Context: an optimization exercise on an open-source flow, tuned for small area, a short achievable clock period and few clock cycles per item. The choices shown serve that exercise and are no tape-out recipe.
Where RTL was checked, it was by simulation tests only, not by an equivalence proof against the original.

## run B
## arr_multiplier_pipe
module arr_multiplier_pipe #(
  parameter int INPUT_BIT_SIZE = 32,
  parameter int STAGES         = 4
) (
  input  logic                          Clk,
  input  logic                          Reset,
  input  logic                          InValid,
  output logic                          InReady,
  input  logic [INPUT_BIT_SIZE-1:0]     InA,
  input  logic [INPUT_BIT_SIZE-1:0]     InB,
  input  logic                          Signed,
  output logic                          OutValid,
  input  logic                          OutReady,
  output logic [2*INPUT_BIT_SIZE-1:0]   Out
);
Size: roughly 3100 cells after synthesis, roughly 300 flip-flops, ~140 I/O pins, about 32000 um2 of cells after synthesis.
Settings: LEC_CHECK=0, ABC_AREA=1, CAP_MARGIN=20, CORE_MARGIN=2, CORE_UTILIZATION=40, CTS_CLUSTER_DIAMETER=100, CTS_CLUSTER_SIZE=25, SLEW_MARGIN=20, SYNTH_HIERARCHICAL=1, SYNTH_MINIMUM_KEEP_SIZE=0; clock period 24.0 ns.
standard.sh (not shown) runs the stock make flow with config.mk's settings and CLKGATE_MAP_FILE= SYNTH_SCRIPT=/design/flow/synth_recipe.tcl, a recipe that flattens the netlist after the stock synthesis.
==> flow/flow/run.sh <==
#!/bin/bash
# The standard layout, with two changes to how it is made:
#  - the input and output ports get sky130_fd_sc_hd__buf_2 buffers instead of the
#    buffer the resizer picks on its own (a slow delay cell);
#  - the resizer's timing repair aims for SETUP_SLACK_MARGIN ns of setup slack, so it
#    works on the paths that set the achieved period, not only on violations.
# The clock period, SDC and every other setting are the standard flow's.
set -euo pipefail
export SETUP_SLACK_MARGIN=${SETUP_SLACK_MARGIN_OVERRIDE:-18.0}
export BUFFER_PORTS_ARGS="-buffer_cell sky130_fd_sc_hd__buf_2"
bash standard.sh > standard.log 2>&1
Run B completed; timing, DRC and antenna clean
Here is what was changed in the inputs of run D compared with run B.
--- a/flow/design.v
+++ b/flow/design.v
@@ -21,32 +21,24 @@
   assign o_s = i_a ^ i_b ^ i_c;
   assign o_c = (i_a & i_b) | (i_a & i_c) | (i_b & i_c);
 endmodule
 module arr_mult_ha (
   input  logic i_a,
   input  logic i_b,
   output logic o_s,
   output logic o_c
 );
   assign o_s = i_a ^ i_b;
   assign o_c = i_a & i_b;
 endmodule
-module arr_mult_hold (
-  input  logic i_en,
-  input  logic i_d,
-  input  logic i_q,
-  output logic o_d
-);
-  assign o_d = i_en ? i_d : i_q;
-endmodule
 module arr_multiplier_pipe #(
   parameter int INPUT_BIT_SIZE = 32,
   parameter int STAGES         = 4
 ) (
   input  logic                          Clk,
   input  logic                          Reset,
   input  logic                          InValid,
   output logic                          InReady,
   input  logic [INPUT_BIT_SIZE-1:0]     InA,
   input  logic [INPUT_BIT_SIZE-1:0]     InB,
   input  logic                          Signed,
   output logic                          OutValid,
@@ -55,55 +47,49 @@
 );
   logic        en, o_en, q_vl, q_vl2;
   logic [63:0] q_q;
   logic        r_vl, o_vl;
   logic        m_vl;
   logic [31:0] a;
   logic [31:0] b;
   logic        s;
   logic [63:0] prod, o_q;
   assign en      = !q_vl;
   assign o_en    = !o_vl || OutReady;
   assign InReady = !q_vl2;
-  logic [63:0] o_nxt;
-  logic [63:0] o_new;
-  assign o_new = q_vl ? q_q : prod;
-  for (genvar i = 0; i < 64; i++) begin : g_ohold
-    arr_mult_hold u_ohold (.i_en(o_en), .i_d(o_new[i]), .i_q(o_q[i]), .o_d(o_nxt[i]));
-  end
   always_ff @(posedge Clk or negedge Reset) begin
     if (!Reset) begin
       r_vl <= 1'b0;
       o_vl <= 1'b0;
       m_vl <= 1'b0;
       q_vl <= 1'b0;
       q_vl2 <= 1'b0;
     end else begin
       if (en) begin
         r_vl <= InValid;
         m_vl <= r_vl;
       end
       if (o_en) o_vl <= q_vl || m_vl;
       q_vl  <= !o_en && (q_vl || m_vl);
       q_vl2 <= (o_vl && !OutReady && q_vl) || (o_vl && !OutReady && m_vl);
     end
   end
   always_ff @(posedge Clk) begin
     if (en) begin
       a <= InA;
       b <= InB;
       s <= Signed;
     end
     if (!q_vl) q_q <= prod;
-    o_q <= o_nxt;
+    if (o_en) o_q <= q_vl ? q_q : prod;
   end
   assign Out      = o_q;
   assign OutValid = o_vl;
   logic [32:0] a33;
   logic [33:0] b34;
   logic [15:0] bone, btwo, bneg;
   logic        b16;
   assign a33 = {s & a[31], a};
   assign b34 = {s & b[31], b, 1'b0};
   for (genvar i = 0; i < 16; i++) begin : g_enc
     assign bone[i] = b34[2*i+1] ^ b34[2*i];
     assign btwo[i] = (b34[2*i+2] & ~b34[2*i+1] & ~b34[2*i]) | (~b34[2*i+2] & b34[2*i+1] & b34[2*i]);
### Flow results
Compared with run B, number of vias in the routed layout in run D decreased by a few percent. In run D, pin slew with the least headroom to its limit is lower than in run B. Between run D and run B, the difference in routed wire length is negligible. Run D ends up with lower area of the mapped netlist than run B does. Run B has higher core outline area than run D. Run D vs run B: largest net degree at the start of global routing down in run D. Sort run D and run B by filler-free cell count of the finished design desc -> top: run B. Run D has share of the clock period used by the worst path above what run B had. Taking run B as the reference, in run D initial standard-cell utilization of the core now larger, design area dropped about 0.9%.
Testbench counts of run D, summed over its fixed seeds: cycles 12,024, items 12,000.
No functional check of the RTL was part of run B.

arr_multiplier_pipe, a different RTL version from the one above (not shown whole).
Size: ~3000 cells after synthesis, ~330 flip-flops, roughly 140 I/O pins, about 33000 um^2 of cells after synthesis.
clock: 24.0 ns
lec_check: 0
abc_area: 1
cap_margin: 20
core_margin: 2
core_utilization: 40
cts_cluster_diameter: 100
cts_cluster_size: 25
slew_margin: 20
synth_hierarchical: 1
synth_minimum_keep_size: 0
Scripts as last shown in full above: flow/flow/run.sh
Testbench counts at the start, summed over its fixed seeds: cycles 12,024, items 12,000.
Rerun with:
--- a/flow/design.v
+++ b/flow/design.v
@@ -42,38 +42,36 @@
   input  logic [INPUT_BIT_SIZE-1:0]     InB,
   input  logic                          Signed,
   output logic                          OutValid,
   input  logic                          OutReady,
   output logic [2*INPUT_BIT_SIZE-1:0]   Out
 );
-  logic        en, o_en, q_vl, q_vl2;
-  logic [63:0] q_q;
-  logic        r_vl, o_vl;
-  logic        m_vl;
-  logic [31:0] a;
-  logic [31:0] b;
+  logic        en, o_en, i_rdy;
+  logic        r_vl, o_vl, q_vl;
+  logic [31:0] a, b;
   logic        s;
-  logic [63:0] prod, o_q;
+  logic [63:0] prod, o_q, q_q;
+  logic m_vl;
   assign en      = !q_vl;
   assign o_en    = !o_vl || OutReady;
-  assign InReady = !q_vl2;
+  assign InReady = i_rdy;
   always_ff @(posedge Clk or negedge Reset) begin
     if (!Reset) begin
       r_vl <= 1'b0;
-      o_vl <= 1'b0;
       m_vl <= 1'b0;
+      o_vl <= 1'b0;
       q_vl <= 1'b0;
-      q_vl2 <= 1'b0;
+      i_rdy <= 1'b1;
     end else begin
       if (en) begin
         r_vl <= InValid;
         m_vl <= r_vl;
       end
       if (o_en) o_vl <= q_vl || m_vl;
-      q_vl  <= !o_en && (q_vl || m_vl);
-      q_vl2 <= (o_vl && !OutReady && q_vl) || (o_vl && !OutReady && m_vl);
+      q_vl <= !o_en && (q_vl || m_vl);
+      i_rdy <= o_en || !(q_vl || m_vl);
     end
   end
   always_ff @(posedge Clk) begin
     if (en) begin
       a <= InA;
       b <= InB;
Design area barely changes.
First-iteration DRC count went up by 9.7%.
Via count is higher by 1.2%.
Non-clock buffer count is lower by 6.
Die area barely changes.
Count of clock-buffer cells in the layout went down by 3.
Cell count hardly moves.
Flip-flop and latch count does not change.
Clock skew fell by 13 ps.
Wire length rises by 2.1%.
Testbench counts after the change, summed over its fixed seeds: cycles 12,024, items 12,000.

Setup of 09-17:
arr_multiplier_pipe, a different RTL version from the one above (not shown whole).
Size in the first run: about 3100 cells after synthesis, roughly 140 I/O pins, about 31000 um^2 of cells after synthesis.
==> flow/design.v (excerpt) <==
module arr_multiplier_pipe #(
  parameter int INPUT_BIT_SIZE = 32,
  parameter int STAGES         = 4
) (
  input  logic                          Clk,
  input  logic                          Reset,
  input  logic                          InValid,
  output logic                          InReady,
  input  logic [INPUT_BIT_SIZE-1:0]     InA,
  input  logic [INPUT_BIT_SIZE-1:0]     InB,
  input  logic                          Signed,
  output logic                          OutValid,
  input  logic                          OutReady,
  output logic [2*INPUT_BIT_SIZE-1:0]   Out
);
==> flow/config.mk <==
export PLATFORM = sky130hd
export DESIGN_NAME = arr_multiplier_pipe
export DESIGN_NICKNAME = arr_multiplier_pipe
export VERILOG_FILES = /design/flow/design.v
export SDC_FILE = /design/flow/constraint.sdc
export NUM_CORES = 4
export LEC_CHECK = 0
export ABC_AREA = 1
export CAP_MARGIN = 20
export CORE_MARGIN = 2
export CORE_UTILIZATION = 40
export CTS_CLUSTER_DIAMETER = 100
export CTS_CLUSTER_SIZE = 25
export SLEW_MARGIN = 20
export SYNTH_HIERARCHICAL = 1
export SYNTH_MINIMUM_KEEP_SIZE = 0
==> flow/constraint.sdc <==
create_clock -name core_clock -period 24.0 [get_ports {Clk}]
set_input_delay 4.8000 -clock core_clock [delete_from_list [all_inputs] [get_ports {Clk}]]
set_output_delay 4.8000 -clock core_clock [all_outputs]
set_load 0.01 [all_outputs]
==> flow/flow/run.sh <==
#!/bin/bash
# The standard layout (standard.sh), with three changes to how it is made:
#  - the input and output ports get sky130_fd_sc_hd__buf_2 buffers instead of the
#    buffer the resizer picks on its own (a slow delay cell);
#  - the resizer's timing repair aims for SETUP_SLACK_MARGIN ns of setup slack, so it
#    works on the paths that set the achieved period, not only on violations;
#  - clock tree synthesis adds no dummy loads (same clustering as config.mk).
# The clock period, SDC and every other setting are the standard flow's. The make output goes to
# standard.log; each ORFS step keeps its own log under orfs/logs/.
set -euo pipefail
export SETUP_SLACK_MARGIN=18.0
export BUFFER_PORTS_ARGS="-buffer_cell sky130_fd_sc_hd__buf_2"
export CTS_ARGS="-sink_clustering_enable -repair_clock_nets -dont_use_dummy_load -sink_clustering_size 25 -sink_clustering_max_diameter 100"
bash standard.sh > standard.log 2>&1
Input changes introduced in 05-27 (baseline for comparison: 09-17):
diff --git a/flow/design.v b/flow/design.v
--- a/flow/design.v
+++ b/flow/design.v
@@ -22,93 +22,76 @@
   assign o_c = (i_a & i_b) | (i_a & i_c) | (i_b & i_c);
 endmodule
 module arr_mult_ha (
   input  logic i_a,
   input  logic i_b,
   output logic o_s,
   output logic o_c
 );
   assign o_s = i_a ^ i_b;
   assign o_c = i_a & i_b;
 endmodule
-module arr_mult_hold (
-  input  logic i_en,
-  input  logic i_d,
-  input  logic i_q,
-  output logic o_d
-);
-  assign o_d = i_en ? i_d : i_q;
-endmodule
 module arr_multiplier_pipe #(
   parameter int INPUT_BIT_SIZE = 32,
   parameter int STAGES         = 4
 ) (
   input  logic                          Clk,
   input  logic                          Reset,
   input  logic                          InValid,
   output logic                          InReady,
   input  logic [INPUT_BIT_SIZE-1:0]     InA,
   input  logic [INPUT_BIT_SIZE-1:0]     InB,
   input  logic                          Signed,
   output logic                          OutValid,
   input  logic                          OutReady,
   output logic [2*INPUT_BIT_SIZE-1:0]   Out
 );
   logic        en, o_en, q_vl, q_vl2;
   logic [63:0] q_q;
   logic        r_vl, o_vl;
-  logic        o_vl2;   
   logic        m_vl;
   logic [31:0] a;
   logic [31:0] b;
   logic        s;
   logic [63:0] prod, o_q;
   assign en      = !q_vl;
   assign o_en    = !o_vl || OutReady;
   assign InReady = !q_vl2;
-  logic [63:0] o_nxt;
-  logic [63:0] o_new;
-  assign o_new = q_vl ? q_q : prod;
-  for (genvar i = 0; i < 64; i++) begin : g_ohold
-    arr_mult_hold u_ohold (.i_en(o_en), .i_d(o_new[i]), .i_q(o_q[i]), .o_d(o_nxt[i]));
-  end
   always_ff @(posedge Clk or negedge Reset) begin
     if (!Reset) begin
       r_vl <= 1'b0;
       o_vl <= 1'b0;
-      o_vl2 <= 1'b0;
       m_vl <= 1'b0;
       q_vl <= 1'b0;
       q_vl2 <= 1'b0;
     end else begin
       if (en) begin
         r_vl <= InValid;
         m_vl <= r_vl;
       end
       if (o_en) o_vl <= q_vl || m_vl;
-      o_vl2 <= q_vl || m_vl || (o_vl && !OutReady);
       q_vl  <= !o_en && (q_vl || m_vl);
       q_vl2 <= (o_vl && !OutReady && q_vl) || (o_vl && !OutReady && m_vl);
     end
   end
   always_ff @(posedge Clk) begin
     if (en) begin
       a <= InA;
       b <= InB;
       s <= Signed;
     end
     if (!q_vl) q_q <= prod;
-    o_q <= o_nxt;
+    if (o_en) o_q <= q_vl ? q_q : prod;
   end
   assign Out      = o_q;
-  assign OutValid = o_vl2;
+  assign OutValid = o_vl;
   logic [32:0] a33;
   logic [33:0] b34;
   logic [15:0] bone, btwo, bneg;
   logic        b16;
   assign a33 = {s & a[31], a};
   assign b34 = {s & b[31], b, 1'b0};
   for (genvar i = 0; i < 16; i++) begin : g_enc
     assign bone[i] = b34[2*i+1] ^ b34[2*i];
     assign btwo[i] = (b34[2*i+2] & ~b34[2*i+1] & ~b34[2*i]) | (~b34[2*i+2] & b34[2*i+1] & b34[2*i]);
     assign bneg[i] = b34[2*i+2];
   end
### Flow results
Summary of the comparison: number of global-route vias before repair is lower in 05-27, relative to 09-17. What 09-17 reported for routed wire length has to be multiplied by 1.08 to get the figure for 05-27. Compared with 09-17, in 05-27 time the final worst path needs with I/O delays and setup +120 ps; core utilization saw little to no change. Every run (05-27 and 09-17) finished clean. 05-27 can be clocked slower than 09-17. On clock tree buffer count of the final layout, the higher figure sits with 09-17, not 05-27. Via count, 05-27 and 09-17: lower on 05-27.
Testbench counts of 05-27, summed over its fixed seeds: cycles 12,024, items 12,000.
Only the layout flow was run in 09-17; the RTL was not checked for function there.

Another version of the RTL of arr_multiplier_pipe (not shown whole).
Size: ~3000 cells after synthesis, roughly 330 flip-flops.
clock: 24.0 ns
lec_check: 0
abc_area: 1
cap_margin: 20
core_margin: 2
core_utilization: 40
slew_margin: 20
synth_hierarchical: 1
synth_minimum_keep_size: 0
run.sh (not shown) runs the stock make flow with config.mk's settings and CLKGATE_MAP_FILE= SYNTH_SCRIPT=/design/flow/synth_recipe.tcl, a recipe that flattens the netlist after the stock synthesis.
Stock flow here: none of the scripts above is used.
Testbench counts at the start, summed over its fixed seeds: cycles 12,024, items 12,000.
Then changed:
--- a/flow/design.v
+++ b/flow/design.v
@@ -38,55 +38,52 @@
   input  logic                          Reset,
   input  logic                          InValid,
   output logic                          InReady,
   input  logic [INPUT_BIT_SIZE-1:0]     InA,
   input  logic [INPUT_BIT_SIZE-1:0]     InB,
   input  logic                          Signed,
   output logic                          OutValid,
   input  logic                          OutReady,
   output logic [2*INPUT_BIT_SIZE-1:0]   Out
 );
-  logic        en;
-  logic        k_vl, r_vl, o_vl;
-  logic [31:0] k_a, k_b, a, b;
-  logic        k_s, s;
-  logic [63:0] prod, o_q;
-  assign en      = !o_vl || OutReady;
-  assign InReady = !k_vl;
+  logic        en, o_en;
+  logic        r_vl, o_vl, q_vl;
+  logic [31:0] a, b;
+  logic        s;
+  logic [63:0] prod, o_q, q_q;
   logic m_vl;
+  assign en      = !q_vl;
+  assign o_en    = !o_vl || OutReady;
+  assign InReady = en;
   always_ff @(posedge Clk or negedge Reset) begin
     if (!Reset) begin
-      k_vl <= 1'b0;
       r_vl <= 1'b0;
       m_vl <= 1'b0;
       o_vl <= 1'b0;
+      q_vl <= 1'b0;
     end else begin
-      k_vl <= !en && (k_vl || InValid);
       if (en) begin
-        r_vl <= k_vl || InValid;
+        r_vl <= InValid;
         m_vl <= r_vl;
-        o_vl <= m_vl;
       end
+      if (o_en) o_vl <= q_vl || m_vl;
+      q_vl <= !o_en && (q_vl || m_vl);
     end
   end
   always_ff @(posedge Clk) begin
-    if (!k_vl) begin
-      k_a <= InA;
-      k_b <= InB;
-      k_s <= Signed;
-    end
     if (en) begin
-      a   <= k_vl ? k_a : InA;
-      b   <= k_vl ? k_b : InB;
-      s   <= k_vl ? k_s : Signed;
-      o_q <= prod;
+      a <= InA;
+      b <= InB;
+      s <= Signed;
     end
+    if (!q_vl) q_q <= prod;
+    if (o_en) o_q <= q_vl ? q_q : prod;
   end
   assign Out      = o_q;
   assign OutValid = o_vl;
   logic [32:0] a33;
   logic [33:0] b34;
   logic [15:0] bone, btwo, bneg;
   logic        b16;
   assign a33 = {s & a[31], a};
   assign b34 = {s & b[31], b, 1'b0};
   for (genvar i = 0; i < 16; i++) begin : g_enc
Result:
- The changed run went through all stages and came out clean
- worst setup slack improves by 0.30 ns
- sequential share of layout area goes up by 0.15 points
- synthesized cell count goes down by about 2.5%
- synthesized area goes down by about 0.7%
Testbench counts after the change, summed over its fixed seeds: cycles 12,024, items 12,000.

port drivers added, routing unchanged:
In the flow no input, the clock included, has a driving cell. The finished layouts below were timed again as built, in two steps. Step 1: set_driving_cell puts a clkbuf_16 on Clk and a buf_2 on each other input, an assumption about the parent block. Step 2, shift: input delay + t, output delay - t, t = (earliest + latest rising clock arrival at the registers) / 2. This alone moves slack from input paths to output paths. a / b / c = ideal / step 1 / step 2; a / b = the first two.
run	shift t [ns]	setup WS [ns]	worst setup path after step 2	clock arrival spread, ns	pins driven straight from the clock port
run B	0.613	18.050 / 18.010 / 17.680	input to register	0.050 / 0.050	1
run D	0.634	17.930 / 17.860 / 17.674	input to register	0.026 / 0.026	1
the first run of note 2	0.655	18.004 / 17.939 / 17.877	input to register	0.040 / 0.040	1
the second run of note 2	0.639	18.006 / 17.939 / 17.859	input to register	0.027 / 0.027	1
09-17	0.619	18.102 / 18.048 / 17.690	input to register	0.060 / 0.059	1
05-27	0.627	17.979 / 17.913 / 17.670	input to register	0.079 / 0.079	1
the first run of note 4	0.645	16.577 / 16.617 / 15.972	input to register	0.060 / 0.060	1
the second run of note 4	0.641	16.873 / 16.803 / 17.445	register to output	0.031 / 0.031	1
After both steps setup and hold are still met in every run listed. For the first run of note 4, which loses most, drivers alone change the setup slack by +0.040 ns; drivers and shift together by -0.605 ns.
